From an optimization exercise on the open Yosys and OpenROAD flow, aimed at small area; shortcuts taken in it are not production practice. The RTL of this run was laid out without a check of its function. Power figures rest on the tool's default switching activity, not on a simulated workload.

--- flow/config.mk ---
export PLATFORM = sky130hd
export DESIGN_NAME = audio_noise_gate_with_hold
export DESIGN_NICKNAME = audio_noise_gate_with_hold
export VERILOG_FILES = /design/flow/design.v
export SDC_FILE = /design/flow/constraint.sdc
export NUM_CORES = 4
export LEC_CHECK = 0
export CAP_MARGIN = 10
export CORE_MARGIN = 2
export CORE_UTILIZATION = 75
export CTS_BUF_LIST = sky130_fd_sc_hd__clkbuf_16
export CTS_CLUSTER_DIAMETER = 90
export CTS_CLUSTER_SIZE = 24
export SLEW_MARGIN = 10
--- flow/constraint.sdc ---
create_clock -name core_clock -period 12.0 [get_ports {clk_i}]
set_input_delay 2.4000 -clock core_clock [delete_from_list [all_inputs] [get_ports {clk_i}]]
set_output_delay 2.4000 -clock core_clock [all_outputs]
set_load 0.01 [all_outputs]
--- flow/design.v ---
`default_nettype none
package ngate_pkg;
  localparam int SampleBitsDef = 24;
  localparam int CoefBitsDef   = 24;
  localparam int HoldBitsDef   = 20;
  localparam int CfgIdxBits = 3;
  localparam logic [31:0] ThresholdRst = 32'd83886;
  localparam logic [31:0] DetAtkRst    = 32'd16427000;
  localparam logic [31:0] DetRelRst    = 32'd16773721;
  localparam logic [31:0] GainAtkRst   = 32'd16707000;
  localparam logic [31:0] GainRelRst   = 32'd16770000;
  localparam logic [31:0] HoldLenRst   = 32'd480;
endpackage
`default_nettype wire
`default_nettype none
module audio_noise_gate_with_hold #(
  parameter int SAMPLE_BITS = ngate_pkg::SampleBitsDef,
  parameter int COEF_BITS   = ngate_pkg::CoefBitsDef,
  parameter int HOLD_BITS   = ngate_pkg::HoldBitsDef,
  parameter int CFG_BITS    = (SAMPLE_BITS > COEF_BITS)
                              ? ((SAMPLE_BITS > HOLD_BITS) ? SAMPLE_BITS : HOLD_BITS)
                              : ((COEF_BITS > HOLD_BITS) ? COEF_BITS : HOLD_BITS)
) (
  input  wire logic                             clk_i,
  input  wire logic                             rst_ni,
  input  wire logic                             cfg_we_i,
  input  wire logic [ngate_pkg::CfgIdxBits-1:0] cfg_idx_i,
  input  wire logic [CFG_BITS-1:0]              cfg_data_i,
  input  wire logic                             in_valid_i,
  output      logic                             in_ready_o,
  input  wire logic signed [SAMPLE_BITS-1:0]    in_sample_i,
  output      logic                             out_valid_o,
  input  wire logic                             out_ready_i,
  output      logic signed [SAMPLE_BITS-1:0]    out_sample_o,
  output      logic [COEF_BITS:0]               out_gain_o,
  output      logic                             out_gate_open_o
);
  localparam logic [1:0] PH_IDLE = 2'd0;
  localparam logic [1:0] PH_ENV  = 2'd1;
  localparam logic [1:0] PH_GAIN = 2'd2;
  localparam logic [1:0] PH_OUT  = 2'd3;
  logic        en_q;
  logic [23:0] thr_q, da_q, dr_q, ga_q, gr_q;
  logic [19:0] hl_q;
  logic [23:0] env_q;
  logic [24:0] g_q;
  logic [19:0] hc_q;
  logic [24:0] s_q;
  logic        open_q, ov_q, rise_q, b_q, f1_q, f2_q, clr_q;
  logic [1:0]  ph_q;
  logic [4:0]  j_q;
  logic [23:0] wd0, wd1;                   
  logic [7:0]  we;
  assign wd0 = cfg_data_i[23:0] & {24{rst_ni}};
  assign wd1 = cfg_data_i[23:0] | {24{!rst_ni}};
  always_comb begin
    for (int r = 0; r < 8; r++) we[r] = !rst_ni || (cfg_we_i && (cfg_idx_i == 3'(r)));
  end
  logic [23:0] wthr, wda, wdr, wga, wgr, whl;
  assign wthr = (wd1 & ngate_pkg::ThresholdRst[23:0]) | (wd0 & ~ngate_pkg::ThresholdRst[23:0]);
  assign wda  = (wd1 & ngate_pkg::DetAtkRst[23:0])    | (wd0 & ~ngate_pkg::DetAtkRst[23:0]);
  assign wdr  = (wd1 & ngate_pkg::DetRelRst[23:0])    | (wd0 & ~ngate_pkg::DetRelRst[23:0]);
  assign wga  = (wd1 & ngate_pkg::GainAtkRst[23:0])   | (wd0 & ~ngate_pkg::GainAtkRst[23:0]);
  assign wgr  = (wd1 & ngate_pkg::GainRelRst[23:0])   | (wd0 & ~ngate_pkg::GainRelRst[23:0]);
  assign whl  = (wd1 & ngate_pkg::HoldLenRst[23:0])   | (wd0 & ~ngate_pkg::HoldLenRst[23:0]);
  always_ff @(posedge clk_i) begin
    if (we[0]) en_q  <= wd1[0];
    if (we[1]) thr_q <= wthr;
    if (we[2]) da_q  <= wda;
    if (we[3]) dr_q  <= wdr;
    if (we[4]) ga_q  <= wga;
    if (we[5]) gr_q  <= wgr;
    if (we[6]) hl_q  <= whl[19:0];
  end
  logic idle, env, gain, out, scan, mul, ecmp, eupd, hcmp, hdec, gadd, gupd, neg;
  logic go, byp;
  logic ecmp_q, j0_q;
  logic [2:0] op_q;
  assign idle = (ph_q == PH_IDLE);
  assign env  = (ph_q == PH_ENV);
  assign gain = (ph_q == PH_GAIN);
  assign out  = (ph_q == PH_OUT);
  assign ecmp = ecmp_q;
  assign scan = !idle && !ecmp_q && !(|op_q);
  assign mul  = scan && !j0_q;
  assign eupd = env  && op_q[0];
  assign hcmp = env  && op_q[1];
  assign hdec = env  && op_q[2];
  assign gadd = gain && op_q[0];
  assign gupd = gain && op_q[1];
  assign neg  = out  && op_q[0];
  assign go  = idle && in_valid_i && !ov_q && !clr_q;
  assign byp = go && !en_q;
  assign in_ready_o = neg || byp;
  logic        sgn, x_j, m_j, e_j, g_j, sa, sb, d_env, d_gain, d_nxt;
  logic [31:0] xs, es, gs;
  assign sgn = in_sample_i[23];
  assign xs  = {8'd0, in_sample_i};
  assign es  = {8'd0, env_q};
  assign gs  = {7'd0, g_q};
  assign x_j = xs[j_q];
  assign e_j = es[j_q];
  assign g_j = gs[j_q];
  assign m_j = x_j ^ (sgn & f1_q);
  assign sa  = rise_q ? m_j : e_j;
  assign sb  = rise_q ? e_j : m_j;
  assign d_env  = sa ^ sb ^ f2_q;
  assign d_gain = (j_q == 5'd24) ? (open_q ? !(f2_q || g_j) : g_j)
                                 : (g_j ^ (open_q & f2_q));
  assign d_nxt  = env ? d_env : (gain ? d_gain : m_j);
  logic [24:0] p, q, qx, sum;
  logic [25:0] cy;
  logic        acc_sgn;
  logic        invq, cin;
  logic        p_coef, p_env, p_g, p_hc, p_hl, q_s, q_t;
  logic [23:0] coef;
  logic        hc_nz;
  assign hc_nz = |hc_q;
  assign coef   = env ? (rise_q ? da_q : dr_q) : (open_q ? ga_q : gr_q);
  assign p_coef = b_q && (env || gain) && (mul || gadd);
  assign p_env  = ecmp || eupd || hcmp;
  assign p_g    = gupd || (out && b_q && mul);
  assign p_hc   = hdec && !rise_q;
  assign p_hl   = hdec && rise_q;
  assign q_s    = (idle && ov_q && !clr_q) || ecmp || mul || gadd || eupd || gupd || neg;
  assign q_t    = hcmp;
  assign p = ({25{p_coef}} & {1'b1, coef})
           | ({25{p_env}}  & {1'b0, env_q})
           | ({25{p_g}}    & g_q)
           | ({25{p_hc}}   & {5'd0, hc_q})
           | ({25{p_hl}}   & {5'd0, hl_q});
  assign q = ({25{q_s}} & s_q)
           | ({25{q_t}} & {1'b0, thr_q});
  always_comb begin
    invq = 1'b0;
    cin  = 1'b0;
    if (ecmp)      begin invq = !s_q[24];     cin = invq; end
    else if (eupd) begin invq = rise_q;       cin = invq; end
    else if (hcmp) begin invq = 1'b1; end
    else if (hdec) begin invq = !rise_q && f1_q; end
    else if (gupd) begin invq = open_q;       cin = invq; end
    else if (neg)  begin invq = rise_q;       cin = invq; end
  end
  assign acc_sgn = (env || gain) && ((q_s && s_q[24]) || p_coef);
  assign qx    = q ^ {25{invq}};
  assign cy[0] = cin;
  for (genvar i = 0; i < 25; i++) begin : g_add
    assign sum[i]  = p[i] ^ qx[i] ^ cy[i];
    assign cy[i+1] = (p[i] & qx[i]) | (p[i] & cy[i]) | (qx[i] & cy[i]);
  end
  always_ff @(posedge clk_i or negedge rst_ni) begin
    if (!rst_ni) begin
      ov_q  <= 1'b0;
      clr_q <= 1'b1;
      ph_q  <= PH_IDLE;
      j_q   <= '0;
      ecmp_q <= 1'b0;
      j0_q  <= 1'b0;
      op_q  <= '0;
    end else begin
      clr_q <= cfg_we_i && (cfg_idx_i == 3'd0) && !cfg_data_i[0];
      if (in_ready_o && in_valid_i) ov_q <= 1'b1;
      else if (out_ready_i) ov_q <= 1'b0;
      j0_q <= 1'b0;
      if (idle) begin
        if (go && en_q) begin
          ph_q   <= PH_ENV;
          ecmp_q <= 1'b1;
        end
      end else if (ecmp_q) begin
        ecmp_q <= 1'b0;
        j0_q   <= 1'b1;
      end else if (scan) begin
        if (j_q == 5'd24) begin
          op_q <= 3'b001;
          j_q  <= '0;
        end else begin
          j_q <= j_q + 5'd1;
        end
      end else if (hdec || gupd) begin
        ph_q <= ph_q + 2'd1;
        op_q <= '0;
        j0_q <= 1'b1;
      end else if (neg) begin
        ph_q <= PH_IDLE;
        op_q <= '0;
      end else begin
        op_q <= op_q << 1;
      end
    end
  end
  always_ff @(posedge clk_i) begin
    if (ecmp) rise_q <= sum[24];
    else if (hcmp) rise_q <= !sum[24];           
    else if (gupd) rise_q <= sgn;                
    if (clr_q || eupd) env_q <= sum[23:0];
    if (clr_q || gupd) g_q   <= sum[24:0];
    if (clr_q || hdec) hc_q <= sum[19:0];
    if (hdec) open_q <= rise_q || f1_q;
    else if (byp) open_q <= 1'b0;
    b_q  <= d_nxt;
    f1_q <= scan ? (f1_q || x_j) : (hcmp && hc_nz);
    f2_q <= scan && (env ? ((!sa && sb) || (!(sa ^ sb) && f2_q)) : (f2_q || g_j));
    if (idle && !ov_q && !clr_q) s_q <= {sgn, in_sample_i};
    else s_q <= scan ? {acc_sgn, sum[24:1]} : sum;
  end
  assign out_valid_o     = ov_q;
  assign out_sample_o    = s_q[23:0];
  assign out_gain_o      = g_q;
  assign out_gate_open_o = open_q;
endmodule
`default_nettype wire
--- flow/flow/run.sh ---
#!/bin/bash
# Layout flow: the standard ORFS flow (standard synthesis unchanged), with
# the port buffers made of the smallest buffer cell instead of the default
# choice. Every input and output port still gets its own buffer.
set -euo pipefail
bash standard.sh BUFFER_PORTS_ARGS="-buffer_cell sky130_fd_sc_hd__buf_1" finish > orfs_flow.log 2>&1
--- flow/standard.sh ---
#!/bin/bash
# synth_recipe.tcl (not shown) runs the flow's synth.tcl, then flattens the netlist and writes it again
# the make line also repeats each setting of config.mk as NAME=value (left out here)
make -C /OpenROAD-flow-scripts/flow DESIGN_CONFIG=/design/flow/config.mk WORK_HOME=/design/flow/orfs CLKGATE_MAP_FILE= SYNTH_SCRIPT=/design/flow/synth_recipe.tcl "${@:-finish}"
==> out/metrics.yaml <==
floorplan:
  dieArea_um2: 17400
  die_h_um: 132
  ioPinCount: 108
  core_area_um2: 15900
  die_w_um: 132
  std_cell_rows: 46
  start_util_pct: 76.8
sta:
  hold-worst-slack_ns: 0.588
  fin_worst_skew_ns: 0.0147
  slew_violations: 0
  min_period_ns: 11.78
  hold_viol_final: 0
  finalSetupViolations: 0
  max_freq_mhz: 84.9
  fin_crit_sh_pct: 98.2
  slew_headroom_pct: 16.6
  worst-slew-pin-transition_ns: 1.25
status:
  status: "timing/DRC/antenna clean"
critical_path:
  critPathLaunchType: "register"
  cp_slowest_cell: "or4_4"
  cp.arrival_ns: 12.19
  end_kind: "register"
  reg2reg_from: "ph_q[0]"
  cp_top_family: "adder cells"
  cp_common_cell: "fa_2"
  max_stage_delay_ns: 0.46
  startpoint: "ph_q[0]"
  critical_path_class: "register to register"
  critPathRequiredTime_ns: 12.40
  path_buf_inv: 1
  cp_max_fo: 4
synthesis:
  syn_area_per_cell_um2: 13.3
  syn_area_um2: 12200
  ys_ff_latch: 254
  syn_nets: 1008
  synth-seq-area-share_pct: 59.5
  netlist_instances: 921
  synth_edf_count: 212
  ys_types: 64
  synth_ff_type: "edfxtp_1"
  ys_warn_count: 1
  async_flop_share_pct: 5.51
placed_design:
  dp_hpwl_um: 22600
  placedCellCount: 1189
  io_buffers: 107
  gp_congestion: 0.987
finish:
  final_cell_mix: "212 x edfxtp_1, 106 x buf_1, 80 x mux2i_1"
  fin_cells: 1216
  drive_above_1_share_pct: 11.8
  fillCellCount: 828
  syn_to_final_growth_pct: 8.69
  fin_nets: 1079
  layout_commonest_cell: "edfxtp_1"
  antenna_cells: 0
min_path:
  min_from: "f2_q"
  hp-class: "register to register"
power_and_ir_drop:
  p_leak_nw: 4.72
  ir_drop_uv: 172
  powerDensity_nw_per_um2: 172
grt:
  gr-total-overflow: 0
  grt_pass1_vias: 8429
  antenna_found_initial: 0
  grt_util_all_layers_pct: 39.0
  grt_max_degree: 70
  grt_pass1_wl_um: 50900
clock_tree:
  clock_sink_count: 254
  cts_tree: "yes"
  numCtsBuffers: 14
  clk_pin_slew_worst_paths_ns: 0.10
  clock_latency_ns: 0.50
  htree_levels: 1
  cts_buffer_depth: 3
  root_buffer: "clkbuf_16"
  cts_hold_buf: 0
detailed_routing:
  dr.first_iter.drc_count: 1234
  viasPerCell: 7.13
  vias: 8667
  drc_errors: 0
  final_antenna_net_count: 0
  wl_per_cell_um: 27.7
  dr.pass1.iters: 5
  drt_wl_total_um: 33600
job:
  drv_cap: 0
-- synthesized netlist by cell type, types with 20 or more instances --
cell / number / area, um^2
xor2_1: 25 / 219
mux2i_1: 80 / 801
a21oi_1: 34 / 170
dfxtp_1: 28 / 561
nor2b_1: 24 / 150
and2_1: 26 / 163
clkbuf_1: 49 / 184
o21ai_0: 65 / 325
nand2_1: 71 / 267
a22oi_1: 24 / 180
a211oi_1: 27 / 203
a221o_1: 20 / 200
edfxtp_1: 212 / 6370
fa_1: 25 / 500
buf_4: 24 / 180
nand2b_1: 31 / 194
-- final cells by class --
| cell class | count | area (um^2) | share of cell area (%) |
|---|---|---|---|
| Multi-Input combinational cell | 567 | 4640 | 34.9 |
| Tap cell | 216 | 270 | 2.03 |
| Clock inverter | 10 | 56.3 | 0.423 |
| Inverter | 15 | 56.3 | 0.423 |
| Sequential cell | 254 | 7280 | 54.7 |
| Timing Repair Buffer | 140 | 651 | 4.89 |
| Clock buffer | 14 | 350 | 2.63 |
-- cells by family (layout without fill, tap and decap cells) --
family          count (synthesis)  after routing  share of synthesized area (%)
buf+inv                       100            179                           3.91
simple gates                  204            204                           8.76
mux                            96             96                           9.39
compound gates                208            208                           11.8
xor+xnor                       28             28                           2.00
fa+ha+maj                      31             31                           4.70
flops                         254            254                           59.5
-- worst paths after layout --
check | endpoint | slack [ns] | depth (start not counted)
setup / recovery | s_q[23] | 0.22 | 35
hold / removal | f2_q | 0.59 | 2
setup reg to reg | s_q[23] | 0.22 | 35
hold reg to reg | f2_q | 0.59 | 2
max in group asynchronous | ph_q[1] | 9.45 | 2
min in group asynchronous | j_q[4] | 2.06 | 2
-- stage by stage --
step	area (um^2)	setup TNS, ns	power (mW)	utilization [%]	worst slack (ns)
6_report	13300	0	2.29	83.4	0.215
5_1_grt	13300	-0.00721	2.36	83.4	-0.00721
4_1_cts	13300	0	2.27	83.3	0.0434
3_5_place_dp	12800	-0.0717	1.78	80.5	-0.0432
3_3_place_gp	12800	0	1.75	80.5	0.111
2_1_floorplan	12300	0	1.62	-	0.0354
-- power by group --
part | switching [mW] | total, mW | internal [mW]
Sequential | 0.0743 | 1.21 | 1.13
Clock | 0.276 | 0.494 | 0.219
Combinational | 0.347 | 0.588 | 0.241
-- flip-flops by register name, summed over array words and instances (netlist names), 2 cells and up --
| register | cells |
|---|---|
| gr_q | 24 |
| da_q | 24 |
| op_q | 3 |
| dr_q | 24 |
| env_q | 24 |
| ga_q | 24 |
| thr_q | 24 |
| g_q | 25 |
| ph_q | 2 |
| hl_q | 20 |
| j_q | 5 |
| s_q | 25 |
| hc_q | 20 |
-- metal layers --
metal / routed length (um) / vias up / track usage, %
met2: 16000 / 740 / 62.1
li1: - / 3584 / -
met4: 1070 / 0 / 10.4
met1: 12100 / 4240 / 55.5
met3: 4530 / 103 / 9.23
met5: 0 / - / 0
-- worst register-to-register path, delay by kind of cell, from the launching register on --
family | cells | cell delay [ns]
AND/OR/NAND/NOR | 3 | 0.90
AO/OA/AOI/OAI | 4 | 0.73
adder cells (fa/ha/maj) | 25 | 9.29
flip-flops | 1 | 0.38
XOR/XNOR | 2 | 0.34
buffers and inverters | 1 | 0.08
-- repair_timing --
item,4_1_cts,5_1_grt
resized for setup,3,3
hold endpoints to repair,0,0
cloned,0,0
pin swaps,8,10
endpoints found under the setup margin,4,5
setup buffers,3,0

==> afterwards: timing with drivers on the ports <==
The flow's constraints put no driver on any port. The routed layout listed below was extracted and timed again, unchanged, in two steps. Step 1: set_driving_cell puts a clkbuf_16 on clk_i and a buf_2 on each other input, an assumption about the parent block. Step 2 also shifts input and output timing later by t, the mid clock arrival at the registers, as if the neighbouring blocks saw the same clock. Three values: ideal, step 1, step 2; two values: the first two.
t (ns): 0.536
setup slack, ns: 0.215 / 0.215 / 0.215
worst setup path at the end: register to register
clock arrival spread, ns: 0.015 / 0.015
worst register clock-pin slew, ns: 0.10 / 0.10
After both steps setup and hold are still met in this run. The setup slack of this run moves by 0.000 ns with the drivers and by 0.000 ns with both steps.
